Source: an optimization exercise on an open RTL-to-GDS flow (aim: small area). Production flows keep margins and buffers that such runs may drop. The RTL was checked by simulation tests, not by an equivalence proof against the original design. Power is estimated from default activity; no workload was simulated.

$ cat flow/config.mk
export PLATFORM = sky130hd
export DESIGN_NAME = regfile_mp
export DESIGN_NICKNAME = regfile_mp
export VERILOG_FILES = /design/flow/design.v
export SDC_FILE = /design/flow/constraint.sdc
export NUM_CORES = 4
export LEC_CHECK = 0
export CAP_MARGIN = 20
export CORE_MARGIN = 2
export CORE_UTILIZATION = 40
export SLEW_MARGIN = 20
$ cat flow/constraint.sdc
create_clock -name core_clock -period 7.0 [get_ports {clk}]
set_input_delay 1.4000 -clock core_clock [delete_from_list [all_inputs] [get_ports {clk}]]
set_output_delay 1.4000 -clock core_clock [all_outputs]
set_load 0.01 [all_outputs]
$ cat flow/design.v
module regfile_mp #(
    parameter int XLEN    = 32,
    parameter int DEPTH   = 32,
    parameter int AW      = $clog2(DEPTH),
    parameter int NUM_RD  = 2,
    parameter int ZERO_R0 = 1
) (
    input  logic                   clk,
    input  logic                   rst,
    input  logic                   clr_req,
    output logic                   busy,
    input  logic                   we0,
    input  logic [AW-1:0]          waddr0,
    input  logic [XLEN-1:0]        wdata0,
    input  logic                   we1,
    input  logic [AW-1:0]          waddr1,
    input  logic [XLEN-1:0]        wdata1,
    input  logic [NUM_RD*AW-1:0]   raddr,
    output logic [NUM_RD*XLEN-1:0] rdata
);
    localparam logic [0:0] ST_IDLE  = 1'b0;
    localparam logic [0:0] ST_CLEAR = 1'b1;
    logic [0:0]    state_q, state_d;
    logic [AW-1:0] clr_ptr_q, clr_ptr_d;
    logic          clearing;
    logic [DEPTH*XLEN-1:0] rf_flat;
    assign clearing = (state_q == ST_CLEAR);
    assign busy     = clearing;
    always_comb begin
        state_d   = state_q;
        clr_ptr_d = clr_ptr_q;
        if (state_q == ST_IDLE) begin
            if (clr_req) begin
                state_d   = ST_CLEAR;
                clr_ptr_d = '0;
            end
        end else begin
            clr_ptr_d = clr_ptr_q + 1'b1;
            if (clr_ptr_q == AW'(DEPTH - 1)) begin
                state_d = ST_IDLE;
            end
        end
    end
    always_ff @(posedge clk) begin
        if (rst) begin
            state_q   <= ST_IDLE;
            clr_ptr_q <= '0;
        end else begin
            state_q   <= state_d;
            clr_ptr_q <= clr_ptr_d;
        end
    end
    genvar gi;
    generate
        for (gi = 0; gi < DEPTH; gi++) begin : g_entry
            if ((ZERO_R0 != 0) && (gi == 0)) begin : g_zero
                assign rf_flat[gi*XLEN +: XLEN] = '0;
            end else begin : g_store
                logic [XLEN-1:0] entry_q, entry_d;
                always_comb begin
                    entry_d = entry_q;
                    if (clearing) begin
                        if (clr_ptr_q == AW'(gi)) begin
                            entry_d = '0;
                        end
                    end else begin
                        if (we0 && (waddr0 == AW'(gi))) begin
                            entry_d = wdata0;
                        end
                        if (we1 && (waddr1 == AW'(gi))) begin
                            entry_d = wdata1;
                        end
                    end
                end
                always_ff @(posedge clk) begin
                    if (rst) begin
                        entry_q <= '0;
                    end else begin
                        entry_q <= entry_d;
                    end
                end
                assign rf_flat[gi*XLEN +: XLEN] = entry_q;
            end
        end
    endgenerate
    genvar gk;
    generate
        for (gk = 0; gk < NUM_RD; gk++) begin : g_rd
            logic [AW-1:0]   addr;
            logic [XLEN-1:0] rd_val;
            assign addr = raddr[gk*AW +: AW];
            always_comb begin
                rd_val = rf_flat[addr*XLEN +: XLEN];
                if ((ZERO_R0 != 0) && (addr == '0)) begin
                    rd_val = '0;
                end
            end
            assign rdata[gk*XLEN +: XLEN] = rd_val;
        end
    endgenerate
endmodule
$ cat flow/run.sh
#!/bin/bash
# synth_recipe.tcl (not shown) runs the flow's synth.tcl, then flattens the netlist and writes it again
# the make line also repeats each setting of config.mk as NAME=value (left out here)
make -C /OpenROAD-flow-scripts/flow DESIGN_CONFIG=/design/flow/config.mk WORK_HOME=/design/flow/orfs CLKGATE_MAP_FILE= SYNTH_SCRIPT=/design/flow/synth_recipe.tcl finish
==> results.txt <==
cells in the mapped netlist, types with 4 or more instances:
master / n / area share (%)
nand2_1: 75 / 0.49
nand4b_1: 6 / 0.091
nor2_1: 93 / 0.60
or2_1: 4 / 0.043
mux4_2: 360 / 14
a221oi_2: 5 / 0.13
buf_1: 26 / 0.17
or2_2: 11 / 0.12
nor2b_1: 9 / 0.097
or3_1: 36 / 0.39
nand4_1: 34 / 0.37
and3_1: 6 / 0.065
o2bb2ai_1: 931 / 14
or4_1: 32 / 0.41
a22oi_1: 102 / 1.3
o21ai_0: 42 / 0.36
mux2i_1: 1160 / 20
buf_4: 16 / 0.21
buf_2: 220 / 1.9
dfxtp_1: 998 / 34
ha_1: 6 / 0.13
nand3_1: 128 / 1.1
nand4bb_1: 5 / 0.097
mux2_2: 64 / 1.2
clkbuf_1: 456 / 2.9
a21oi_1: 118 / 1.0
buf_6: 15 / 0.29
a221oi_1: 85 / 1.3
nand2b_1: 11 / 0.12
and3b_1: 4 / 0.060
o22ai_1: 90 / 0.97
inv_1: 4 / 0.026
a21o_1: 41 / 0.53
o2bb2ai_2: 20 / 0.52
critical path, delay by kind of cell:
family	cells	cell delay (ps)
AOI/OAI and AO/OA	2	720
buffers and inverters	3	1800
and+or+nand+nor	2	1210
routing by layer:
metal | global-route usage, % | vias up | share of wire (%)
met2 | 52.9 | 4468 | 42
met1 | 45.9 | 26100 | 36
li1 | - | 20400 | -
met4 | 25.0 | 16 | 8.0
met3 | 13.4 | 1281 | 14
met5 | 0.195 | - | 0.044
cell type report:
class	count	area [um^2]	share of cell area, %
Multi-Input combinational cell	3510	35600	54.3
Clock inverter	41	604	0.921
Antenna cell	12	30.0	0.0458
Tap cell	1903	2380	3.63
Sequential cell	998	20000	30.4
Inverter	5	18.8	0.0286
Clock buffer	168	3310	5.04
Timing Repair Buffer	399	3660	5.58
flip-flops by register name, indices dropped and copies added, names as in the netlist:
name / cells
g_entry.g_store.entry_q: 992
clr_ptr_q: 5
state_q: 1
report_power, final:
| group | switching, mW | internal [mW] |
|---|---|---|
| Combinational | 1.29 | 0.611 |
| Clock | 2.74 | 3.71 |
| Sequential | 0.0571 | 5.75 |
cells in the final DEF (no fill, tap or decap), types with 32 or more instances in the layout:
cell type / synthesis / routed
a21o_1: 41 / 41
o22ai_1: 90 / 90
nand2_1: 75 / 46
a21oi_1: 118 / 116
or3_1: 36 / 34
clkdlybuf4s50_1: 0 / 135
nand3_1: 128 / 127
nor2_1: 93 / 74
a22oi_1: 102 / 102
buf_4: 16 / 219
mux2i_1: 1160 / 1160
o2bb2ai_1: 931 / 931
a221oi_1: 85 / 64
dfxtp_1: 998 / 998
nand4_1: 34 / 34
o21ai_0: 42 / 42
mux4_2: 360 / 360
mux2_2: 64 / 64
clkbuf_16: 0 / 114
or4_1: 32 / 32
final timing paths:
path	from	end	slack [ps]	cells past startpoint
hold reg to reg	g_entry[25].g_store.entry_q[25]$_SDFFE_PP0P_	g_entry[25].g_store.entry_q[25]$_SDFFE_PP0P_	480	1
setup reg to reg	state_q$_SDFF_PP0_	g_entry[27].g_store.entry_q[14]$_SDFFE_PP0P_	3790	6
setup / recovery	raddr[4]	rdata[11]	430	7
hold / removal	g_entry[25].g_store.entry_q[25]$_SDFFE_PP0P_	g_entry[25].g_store.entry_q[25]$_SDFFE_PP0P_	480	1
cell families after synthesis:
family | after synthesis
multiplexers | 1584
flip-flops | 998
adder cells (fa/ha/maj) | 6
AO/OA/AOI/OAI | 1443
buffers and inverters | 739
AND/OR/NAND/NOR | 477
==> summary.md <==
| Metric | Value |
|---|---|
| Cell Pwr Density | 216 nW/um^2 |
| Layout cells sized above 1 | 19.7% |
| Syn_area_per_cell | 11.1 um^2 |
| RSZ-0062 raised after global routing | no |
| Post-synthesis simple-gate area fraction | 4.36% |
| Crit path top cell by count | clkdlybuf4s50_1 |
| CTS tree | yes |
| Post-Syn Instances | 5247 |
| Nets@finish | 5122 |
| GPL Wtd Cong | 0.958 |
| DRT iter0 DRCs | 8211 |
| Pre-CTS setup slack | 766 ps |
| Pleak | 24.3 nW |
| Placed Area | 61600 um^2 |
| Post-synth ARST share | 0% |
| Vias per cell | 7.42 |
| Port Buffers | 153 |
| Post-synth EDFFs | 0 |
| Synth warn | 1 |
| I/O Pins | 154 |
| Status | timing/DRC/antenna clean |
| Routed len/inst | 39.9 um |
| Synth unique cells | 57 |
| Worst-skew pair later-pin latency | 800 ps |
| Largest family of logic cells by synthesized area | multiplexers |
| Crit-path cells | clkdlybuf4s50_1 -> or3b_2 -> buf_12 -> o22ai_1 -> or4_1 -> a21oi_1 -> clkdlybuf4s50_1 |
| Syn_nets | 5342 |
| Crit Path Category | in2out |
| Setup repair bufs after CTS | 0 |
| Root Driver | clkbuf_16 |
| Worst setup EP type | output port |
| Clk_skew | 39.0 ps |
| Hold_ws | 479 ps |
| Initial core utilization | 40.4% |
| Mux cell area share after synthesis | 35.2% |
| F_max | 152 MHz |
| Fillers | 13100 |
| Cell area after synthesis | 58000 um^2 |
| Ys flop type | dfxtp_1 |
| CTS max path bufs | 3 |
| Critical Path Source Type | primary input |
| DPL Wire Length | 163000 um |
| Layout Cells excl Fill | 7036 |
| Crit Path Max Fanout | 20 |
| Vias post-DR | 52200 |
| Initial antenna violation count | 18 |
| Seq/Total Area, Yosys | 34.4% |
| Final hold vios | 0 |
| Clock-pin slew on the worst setup and hold paths | 60 ps |
| H-tree levels | 3 |
| DR DRC count | 0 |
| Core Util, Final | 45.6% |
| Layout Cell Area excl Fill | 65600 um^2 |
| Num Clock Sinks | 998 |
| Hold_buf cts | 0 |
| Synth Area in Compound Gates | 20.3% |
| XOR/XNOR Fraction of Synth Area | 0% |
| Die Span X | 385 um |
| Post-CTS sizing | 0 |
| Largest net degree at the start of global routing | 81 |
| WL final | 281000 um |
| Total CTS buffers | 113 |
| Chip height | 385 um |
| Synth-to-Final Area Change | 13.1% |
| Vias in the first global route | 49300 |
| Overflow left after global routing | 0 |
| Max-Cap Viols | 0 |
| Slowest stage delay, CP | 780 ps |
| Hold WC Path Type | reg2reg |
| Final setup violation count | 0 |
| Worst-margin pin slew | 1270 ps |
| Critical Path Slowest Stage Cell | clkdlybuf4s50_1 |
| Min setup slack post-route | 426 ps |
| Seq cells post-synth | 998 |
| Cell Count Post-Placement | 6812 |
| Post-DRT Antenna Nets | 0 |
| Final Cycle Share | 93.9% |
| Total GRT Usage | 36.8% |
| Final critical-path required period | 6570 ps |
| Critical Path RT | 5600 ps |
| Synth Area in Adders | 0.129% |
| Pwr Total | 14.2 mW |
| Final setup TNS | 0 ps |
| CORE AREA | 144000 um^2 |
| Router iterations before antenna repair | 10 |
| Cell Rows | 139 |
| DIE AREA | 148000 um^2 |
| Slew HR | 15.0% |
| Crit path DAT | 5170 ps |
| First-pass GRT wire length | 390000 um |
| VDD IR-drop max | 0.000193 V |
| Fin. max-slew vios | 0 |

## what the ideal ports hide
No port has a modelled driver above. Below, the same layout with a new extraction and two added sets of constraints. Step 1 sets driving cells, clkbuf_16 on the clock port and buf_2 on the other inputs (assumed; they add their load-dependent delay and slew). Step 2 adds t to the input delays and takes it off the output delays; t is the mean of the earliest and latest rising clock arrival at the registers after step 1. Input paths then give back, and output paths get back, about the clock's delay inside the block. Slacks: ideal / step 1 / step 2; pairs: ideal / step 1.
t (ns): 0.873
slack for setup (ns): 0.426 / 0.399 / 0.399
latest minus earliest clock arrival (ns): 0.050 / 0.049
worst data-port slew with drivers (ns): 0.19
After both steps this run still meets setup and hold. The setup slack of this run moves by -0.027 ns with the drivers and by -0.027 ns with both steps.
